From an optimization exercise on the open Yosys and OpenROAD flow, aimed at small area; shortcuts taken in it are not production practice.
Only the layout flow was run in this run; the RTL was not checked for function there.
Power and IR drop assume default switching activity.

<file path="flow/config.mk">
export PLATFORM = sky130hd
export DESIGN_NAME = csr_top
export DESIGN_NICKNAME = csr_top
export VERILOG_FILES = /design/flow/design.v
export SDC_FILE = /design/flow/constraint.sdc
export NUM_CORES = 4
export LEC_CHECK = 0
export CAP_MARGIN = 20
export CORE_MARGIN = 2
export CORE_UTILIZATION = 40
export SLEW_MARGIN = 20
</file>
<file path="flow/constraint.sdc">
create_clock -name core_clock -period 6.5 [get_ports {clk}]
set_input_delay 1.3000 -clock core_clock [delete_from_list [all_inputs] [get_ports {clk}]]
set_output_delay 1.3000 -clock core_clock [all_outputs]
set_load 0.01 [all_outputs]
</file>
<file path="flow/design.v">
package csr_pkg;
    parameter int xlen = 32;
    typedef logic [xlen-1:0] word_t;
    typedef logic [11:0] csr_addr_t;
    typedef enum logic [1:0] {
        priv_u = 2'b00,
        priv_m = 2'b11
    } priv_t;
    localparam csr_addr_t csr_cycle         = 12'hC00;
    localparam csr_addr_t csr_instret       = 12'hC02;
    localparam csr_addr_t csr_cycleh        = 12'hC80;
    localparam csr_addr_t csr_instreth      = 12'hC82;
    localparam csr_addr_t csr_mvendorid     = 12'hF11;
    localparam csr_addr_t csr_marchid       = 12'hF12;
    localparam csr_addr_t csr_mimpid        = 12'hF13;
    localparam csr_addr_t csr_mhartid       = 12'hF14;
    localparam csr_addr_t csr_mconfigptr    = 12'hF15;
    localparam csr_addr_t csr_mstatus       = 12'h300;
    localparam csr_addr_t csr_misa          = 12'h301;
    localparam csr_addr_t csr_mie           = 12'h304;
    localparam csr_addr_t csr_mtvec         = 12'h305;
    localparam csr_addr_t csr_mstatush      = 12'h310;
    localparam csr_addr_t csr_mcountinhibit = 12'h320;
    localparam csr_addr_t csr_mscratch      = 12'h340;
    localparam csr_addr_t csr_mepc          = 12'h341;
    localparam csr_addr_t csr_mcause        = 12'h342;
    localparam csr_addr_t csr_mtval         = 12'h343;
    localparam csr_addr_t csr_mip           = 12'h344;
    localparam csr_addr_t csr_mcycle        = 12'hB00;
    localparam csr_addr_t csr_minstret      = 12'hB02;
    localparam csr_addr_t csr_mcycleh       = 12'hB80;
    localparam csr_addr_t csr_minstreth     = 12'hB82;
    localparam word_t misa_value = 32'h4000_0100;
    localparam word_t impl_id    = 32'h0000_0002;
    localparam logic [1:0] mtvec_mode_direct   = 2'd0;
    localparam logic [1:0] mtvec_mode_vectored = 2'd1;
    localparam int mtvec_align_bits = 7;
    localparam int mti_bit = 7;
    typedef struct packed {
        logic [15:0] platform;
        logic [3:0]  rsvd15_12;
        logic        mei;
        logic [2:0]  rsvd10_8;
        logic        mti;
        logic [2:0]  rsvd6_4;
        logic        msi;
        logic [2:0]  rsvd2_0;
    } irq_fields_t;
    typedef union packed {
        word_t       raw;
        irq_fields_t f;
    } irq_word_u;
endpackage
`timescale 1ns/1ns
module csr_top #(
    parameter int hart_id = 0
) (
    input  logic        clk,
    input  logic        rst_n,
    input  logic [11:0] rd_addr,
    input  logic [11:0] wr_addr,
    input  logic        wr_en,
    input  logic [31:0] wr_data,
    input  logic        stall_exec,
    input  logic        bubble_exec,
    input  logic        trap_insert,
    input  logic        trap_is_mret,
    input  logic [31:0] trap_epc,
    input  logic [31:0] trap_cause,
    input  logic [31:0] trap_val,
    input  logic        mtime_interrupt,
    input  logic [31:0] int_sources,
    output logic [31:0] rd_data,
    output logic        rd_illegal,
    output logic [31:0] mepc,
    output logic [31:0] mtvec,
    output logic [31:0] interrupts,
    output logic        endianness
);
    logic        priv_m;      
    logic        mprv, mpp_m, mpie, ube, mie_b, mbe;
    logic [31:0] mscratch, mcause, mtval;
    logic [63:0] mcycle, minstret;
    logic        cy_inh, ir_inh;
    logic [15:0] pend, en;
    logic        mtie;
    logic retire, wc;
    assign retire = !stall_exec && !bubble_exec;
    assign wc     = wr_en && retire && priv_m;
    logic w_mstatus, w_mstatush, w_mtvec, w_mepc, w_mscratch, w_mcause, w_mtval;
    logic w_minh, w_mip, w_mie, w_cyl, w_cyh, w_irl, w_irh;
    assign w_mstatus  = wc && wr_addr == 12'h300;
    assign w_mstatush = wc && wr_addr == 12'h310;
    assign w_mtvec    = wc && wr_addr == 12'h305;
    assign w_mepc     = wc && wr_addr == 12'h341;
    assign w_mscratch = wc && wr_addr == 12'h340;
    assign w_mcause   = wc && wr_addr == 12'h342;
    assign w_mtval    = wc && wr_addr == 12'h343;
    assign w_minh     = wc && wr_addr == 12'h320;
    assign w_mip      = wc && wr_addr == 12'h344;
    assign w_mie      = wc && wr_addr == 12'h304;
    assign w_cyl      = wc && wr_addr == 12'hB00;
    assign w_cyh      = wc && wr_addr == 12'hB80;
    assign w_irl      = wc && wr_addr == 12'hB02;
    assign w_irh      = wc && wr_addr == 12'hB82;
    logic t_entry, t_mret;
    assign t_entry = trap_insert && !trap_is_mret;
    assign t_mret  = trap_insert && trap_is_mret;
    always_ff @(posedge clk) begin
        if (!rst_n) begin
            priv_m <= 1'b1;
            mprv   <= 1'b0;
            mpp_m  <= 1'b0;
            mpie   <= 1'b1;
            ube    <= 1'b0;
            mie_b  <= 1'b1;
            mbe    <= 1'b0;
            mtvec  <= '0;
            mepc   <= '0;
        end else begin
            if (w_mstatus) begin
                mprv  <= wr_data[17];
                mpp_m <= &wr_data[12:11];
                mpie  <= wr_data[7];
                ube   <= wr_data[6];
                mie_b <= wr_data[3];
            end
            if (w_mstatush) mbe <= wr_data[5];
            if (w_mtvec) begin
                if (wr_data[1:0] == 2'b01) mtvec <= {wr_data[31:7], 7'b0000001};
                else                       mtvec <= {wr_data[31:2], 2'b00};
            end
            if (w_mepc) mepc <= {wr_data[31:2], 2'b00};
            if (t_mret) begin
                priv_m <= mpp_m;
                mie_b  <= mpie;
                mpie   <= 1'b1;
                mpp_m  <= 1'b0;
                if (!mpp_m) mprv <= 1'b0;
            end
            if (t_entry) begin
                priv_m <= 1'b1;
                mpie   <= mie_b;
                mie_b  <= 1'b0;
                mpp_m  <= priv_m;
                mepc   <= trap_epc;
            end
        end
    end
    always_ff @(posedge clk) begin
        if (w_mscratch) mscratch <= wr_data;
        if (t_entry) begin
            mcause <= trap_cause;
            mtval  <= trap_val;
        end else begin
            if (w_mcause) mcause <= wr_data;
            if (w_mtval)  mtval  <= wr_data;
        end
    end
    logic cy_inc, ir_inc;
    assign cy_inc = !cy_inh && !w_cyl && !w_cyh;
    assign ir_inc = retire && !ir_inh && !w_irl && !w_irh;
    always_ff @(posedge clk) begin
        if (!rst_n) begin
            mcycle   <= '0;
            minstret <= '0;
            cy_inh   <= 1'b0;
            ir_inh   <= 1'b0;
        end else begin
            if (w_cyl)       mcycle[31:0]  <= wr_data;
            else if (w_cyh)  mcycle[63:32] <= wr_data;
            else if (cy_inc) mcycle        <= mcycle + 64'd1;
            if (w_irl)       minstret[31:0]  <= wr_data;
            else if (w_irh)  minstret[63:32] <= wr_data;
            else if (ir_inc) minstret        <= minstret + 64'd1;
            if (w_minh) begin
                cy_inh <= wr_data[0];
                ir_inh <= wr_data[2];
            end
        end
    end
    always_ff @(posedge clk) begin
        if (!rst_n) begin
            pend <= '0;
            en   <= '0;
            mtie <= 1'b0;
        end else begin
            pend <= (w_mip ? wr_data[31:16] : pend) | int_sources[31:16];
            if (w_mie) begin
                en   <= wr_data[31:16];
                mtie <= wr_data[7];
            end
        end
    end
    logic [31:0] mip_rd, mie_rd;
    assign mip_rd = {pend, 8'b0, mtime_interrupt, 7'b0};
    assign mie_rd = {en, 8'b0, mtie, 7'b0};
    assign interrupts = (priv_m && !mie_b) ? 32'b0 : (mip_rd & mie_rd);
    assign endianness = priv_m ? ((mprv && !mpp_m) ? ube : mbe) : ube;
    logic [31:0] mstatus_rd;
    assign mstatus_rd = {14'b0, mprv, 4'b0, {2{mpp_m}}, 3'b0, mpie, ube, 1'b1,
                         1'b0, mie_b, 1'b0, 1'b1, 1'b0};
    always_comb begin
        rd_data    = '0;
        rd_illegal = 1'b0;
        case (rd_addr)
            12'hC00: rd_data = mcycle[31:0];
            12'hC80: rd_data = mcycle[63:32];
            12'hC02: rd_data = minstret[31:0];
            12'hC82: rd_data = minstret[63:32];
            default: begin
                if (!priv_m) begin
                    rd_illegal = 1'b1;
                end else begin
                    case (rd_addr)
                        12'h301: rd_data = 32'h4000_0100;
                        12'hF11, 12'hF12, 12'hF15: rd_data = '0;
                        12'hF13: rd_data = 32'h0000_0002;
                        12'hF14: rd_data = 32'(hart_id);
                        12'h300: rd_data = mstatus_rd;
                        12'h310: rd_data = {26'b0, mbe, 5'b0};
                        12'h305: rd_data = mtvec;
                        12'h344: rd_data = mip_rd;
                        12'h304: rd_data = mie_rd;
                        12'hB00: rd_data = mcycle[31:0];
                        12'hB80: rd_data = mcycle[63:32];
                        12'hB02: rd_data = minstret[31:0];
                        12'hB82: rd_data = minstret[63:32];
                        12'h320: rd_data = {29'b0, ir_inh, 1'b0, cy_inh};
                        12'h340: rd_data = mscratch;
                        12'h341: rd_data = mepc;
                        12'h342: rd_data = mcause;
                        12'h343: rd_data = mtval;
                        default: rd_illegal = 1'b1;
                    endcase
                end
            end
        endcase
    end
endmodule
</file>
<file path="flow/flow/run.sh">
#!/bin/bash
# Own layout flow: the standard flow, with
#  - synthesis: synth_recipe.tcl unchanged except for an area-oriented ABC
#    mapping script (synth_area.tcl, abc_area.script);
#  - port buffers: every input and output port still gets a buffer, of the
#    smallest buffer cell (buf_1) instead of the one buffer_ports picks;
#  - CTS: small clock buffers and no dummy loads.
# Each tool's output goes to a log file of its own in the work folder.
set -euo pipefail
W=$(pwd)
F="$W/flow"
export FLOW_SYNTH_TCL="$W/synth_recipe.tcl"
export AREA_ABC_SCRIPT="$F/abc_area.script"

# synthesis: standard.sh's own make command, with our synthesis script
sed -e "s#SYNTH_SCRIPT=[^ ]*synth_recipe.tcl#SYNTH_SCRIPT=$F/synth_area.tcl#" standard.sh > standard_area.sh
grep -q "SYNTH_SCRIPT=$F/synth_area.tcl" standard_area.sh
bash standard_area.sh synth > "$W/synth.log" 2>&1

# the rest of the standard flow
export BUFFER_PORTS_ARGS="-buffer_cell sky130_fd_sc_hd__buf_1"
export CTS_ARGS="-sink_clustering_enable -repair_clock_nets -dont_use_dummy_load -buf_list {sky130_fd_sc_hd__clkbuf_4 sky130_fd_sc_hd__clkbuf_8}"
bash standard.sh finish > "$W/layout.log" 2>&1
test -f "$W/out/final.def"
</file>
<file path="flow/flow/abc_area.script">
&get -n
&st
&syn2
&dch
&nf -R 1000
&put
</file>
<file path="flow/flow/synth_area.tcl">
# The standard synthesis (synth_recipe.tcl), with one change: the final ABC
# technology mapping uses an area-oriented script (abc_area.script beside this
# file) instead of ORFS's delay-oriented one. Registers are mapped before ABC
# runs, so they are the same as the standard synthesis's.
proc abc {args} {
  set i [lsearch -exact $args -script]
  if {$i >= 0} {
    set args [lreplace $args [expr {$i + 1}] [expr {$i + 1}] $::env(AREA_ABC_SCRIPT)]
  }
  yosys abc {*}$args
}
source $::env(FLOW_SYNTH_TCL)
</file>
<file path="flow/standard.sh">
#!/bin/bash
# synth_recipe.tcl (not shown) runs the flow's synth.tcl, then flattens the netlist and writes it again
# the make line also repeats each setting of config.mk as NAME=value (left out here)
make -C /OpenROAD-flow-scripts/flow DESIGN_CONFIG=/design/flow/config.mk WORK_HOME=/design/flow/orfs CLKGATE_MAP_FILE= SYNTH_SCRIPT=/design/flow/synth_recipe.tcl "${@:-finish}"
</file>
==> flow_metrics.env <==
export IMPL_final_fill_count=4324
export IMPL_antenna_found_initial=0
export IMPL_layout_drive_gt1_share=0.0783
export IMPL_place_gp_congestion=0.965
export IMPL_final_setup_tns_ns=0
export IMPL_vias=19643
export IMPL_die_area_um2=44900
export IMPL_grt_pass1_vias=18279
export IMPL_fin_cells=3088
export IMPL_grt_util_all_layers=0.347
export IMPL_synth_cell_type_count=58
export IMPL_drv_cap=0
export IMPL_ys_ff_latch=329
export IMPL_ys_top_cells_by_count="nand2_1, dfxtp_1, nor2_1"
export IMPL_fin_crit_sh=0.944
export IMPL_slew_headroom=0.242
export IMPL_ys_warn_count=1
export IMPL_dp_slack_ns=0.329
export IMPL_fin_ws_ns=0.363
export IMPL_coreArea_um2=42900
export IMPL_final_antenna_net_count=0
export IMPL_status="finished clean"
export IMPL_fmax_mhz=163
export IMPL_netlist_area_leader_share=0.270
export IMPL_final_cell_area_um2=20800
export IMPL_dp_cells=3027
export IMPL_cts_sinks=329
export IMPL_worstPathArrival_ns=6.73
export IMPL_portBuffers=289
export IMPL_insertion_delay_ns=0.68
export IMPL_clk_pin_slew_ns=0.06
export IMPL_wl_mm=79.8
export IMPL_rsz0062_at_grt="no"
export IMPL_vdd_drop_max_uv=137
export IMPL_synthMuxAreaShare=0.00239
export IMPL_synth_area_leaders="dfxtp_1, edfxtp_1, nand2_1"
export IMPL_grt_overflow=0
export IMPL_fin_crit_ns=6.14
export IMPL_whs_ns=0.477
export IMPL_grt_use_met2=0.553
export IMPL_min_path_type="register to register"
export IMPL_hold_viol=0
export IMPL_ios=322
export IMPL_grt_pass1_wl_mm=116
export IMPL_drt_pre_antenna_iters=8
export IMPL_syn_area_per_cell_um2=8.38
export IMPL_placed_cell_area_um2=19900
export IMPL_synth_most_common_cell="nand2_1"
export IMPL_synth_compound_area_frac=0.300
export IMPL_cpMaxStageDelayCell="dfxtp_1"
export IMPL_synth_cells=2064
export IMPL_ys_flop_type="dfxtp_1"
export IMPL_die_width_um=212
export IMPL_crit_type="register to register"
export IMPL_clockBufferDepth=3
export IMPL_skew_ns=0.0366
export IMPL_power_leakage_nw=7.32
export IMPL_synth_xor_area_frac=0.0167
export IMPL_dp_hpwl_mm=53.4
export IMPL_max_stage_delay_ns=0.33
export IMPL_crit_path_end_kind="register"
export IMPL_grt_busiest_layer="met2"
export IMPL_finalSetupViolations=0
export IMPL_wl_per_cell_um=25.8
export IMPL_yosysSeqAreaShare=0.436
export IMPL_async_reset_ff_frac=0
export IMPL_clockRootBuffer="clkbuf_8"
export IMPL_synth_top_area_cell="dfxtp_1"
export IMPL_synth_top_family_by_area="compound AO/OA/AOI/OAI gates"
export IMPL_synth_edf_count=96
export IMPL_drc=0
export IMPL_path_common_cell="and3_1"
export IMPL_powerDensity_nw_per_um2=201
export IMPL_htree_levels=2
export IMPL_grt_max_degree=162
export IMPL_r2r_slack_ns=0.36
export IMPL_syn_area_um2=17300
export IMPL_cts_setup_buffers=0
export IMPL_initial_utilization=0.403
export IMPL_yosys_area_share_adder=0.00145
export IMPL_met3_usage=0.0625
export IMPL_cts_tree="done"
export IMPL_crit_required_ns=7.09
export IMPL_vias_per_cell=6.36
export IMPL_diodes=0
export IMPL_crit_fanout=5
export IMPL_fp_row_count=76
export IMPL_cp_start_kind="register"
export IMPL_nets=2699
export IMPL_die_h_um=212
export IMPL_gr_usage_met1=0.468
export IMPL_tightest_slew_ns=1.13
export IMPL_maxSlewViolCount=0
export IMPL_drt_iter0_markers=2480
export IMPL_yosys_area_share_simple=0.233
export IMPL_syn_to_final_growth_pct=20.1
export IMPL_cts_made_buffers=61
sequential cells by signal, indices dropped and copies added (netlist names):
signal,cells
priv_m,1
minstret,64
mtie,1
mbe,1
mscratch,32
ir_inh,1
ube,1
mcause,32
mie_b,1
mtval,32
mpie,1
mcycle,64
mpp_m,1
mprv,1
mtvec,31
mepc,32
cy_inh,1
en,16
pend,16
stage by stage:
step	utilization	total power [W]
after floorplan	-	0.00237
after global placement	0.464	0.00253
after detailed placement	0.464	0.00254
after CTS	0.484	0.00418
after global routing	0.484	0.00429
final	0.484	0.00417
metal layers:
metal / wire, µm / vias to the layer above
met5: 0 / -
met4: 2660 / 0
met3: 8190 / 179
met2: 36200 / 1180
met1: 32700 / 9483
li1: - / 8801
worst max-delay path, delay by kind of cell, from the launching register on:
kind	cells	cell delay [ns]
and+or+nand+nor	27	5.29
DFF	1	0.33
AOI/OAI and AO/OA	3	0.43
report_power, final:
group / switching [W] / internal [W]
Combinational: 0.000206 / 0.0000862
Clock: 0.000846 / 0.000818
Sequential: 0.0000361 / 0.00217
Total: 0.00109 / 0.00308
placed cells by master, fill, tap and decap left out, types with 12 or more instances in the layout:
cell type / instances
a211oi_1: 12
a21boi_0: 25
a21oi_1: 175
a221oi_1: 28
a222oi_1: 22
a22o_1: 28
a22oi_1: 145
a41o_1: 32
and2_0: 24
and3_1: 66
buf_1: 288
buf_4: 89
clkbuf_8: 61
clkinv_1: 16
conb_1: 16
dfxtp_1: 232
edfxtp_1: 96
nand2_1: 340
nand3_1: 125
nand4_1: 16
nor2_1: 187
nor2_2: 17
nor2b_1: 23
nor3_1: 37
nor4_1: 12
o211a_1: 38
o21ai_0: 180
o22ai_1: 30
xor2_1: 23
what timing repair did:
item,in CTS,in global routing
endpoints found under the hold margin,0,0
setup endpoints to repair,0,8
hold buffers,0,0
gates resized for setup,0,12
path summary, 6_finish.rpt:
check                                               start  cells past startpoint                        end
worst min-delay path                   pend[5]$_SDFF_PN0_                      2         pend[5]$_SDFF_PN0_
worst max register to register  minstret[18]$_SDFFE_PN0P_                     30  minstret[63]$_SDFFE_PN0P_
worst min register to register         pend[5]$_SDFF_PN0_                      2         pend[5]$_SDFF_PN0_
worst max-delay path            minstret[18]$_SDFFE_PN0P_                     30  minstret[63]$_SDFFE_PN0P_
cells by family (layout without fill, tap and decap cells):
group	count (synthesis)	count (layout)
AOI/OAI and AO/OA	772	772
xor gates and xnor gates	33	33
adders and majority gates	2	2
buffers and inverters	32	456
DFF	329	329
muxes	4	4
other	1	16
and+or+nand+nor	891	891
cell type report:
cell class	count	area, µm²	area share
multi-input cells	1718	9820	0.473
flip-flops and latches	329	7550	0.363
repair buffers	379	1780	0.0855
well taps	585	732	0.0352
inverters	16	60.1	0.00289
clock buffers	61	840	0.0404

[separate check: timing with driven ports]
How much do the figures lean on ideal ports? The routed layout below was timed once more, with nothing changed but the port constraints. Step 1 (the two cells are an assumption about what drives the block):
set clk [get_ports {clk}]
set_driving_cell -lib_cell sky130_fd_sc_hd__clkbuf_16 $clk
set_driving_cell -lib_cell sky130_fd_sc_hd__buf_2 [delete_from_list [all_inputs] $clk]
Step 2 times the ports against the registers' clock, not the clock port: input delays grow and output delays shrink by t, the midpoint of the rising clock arrivals with the driver on. Slacks: ideal / step 1 / step 2; pairs: ideal / step 1.
t (ns): 0.710
setup slack, ns: 0.363 / 0.363 / 0.363
worst data-port slew with drivers (ns): 0.06
After both steps setup and hold are still met in this run. For this run, drivers alone change the setup slack by 0.000 ns; drivers and shift together by 0.000 ns.
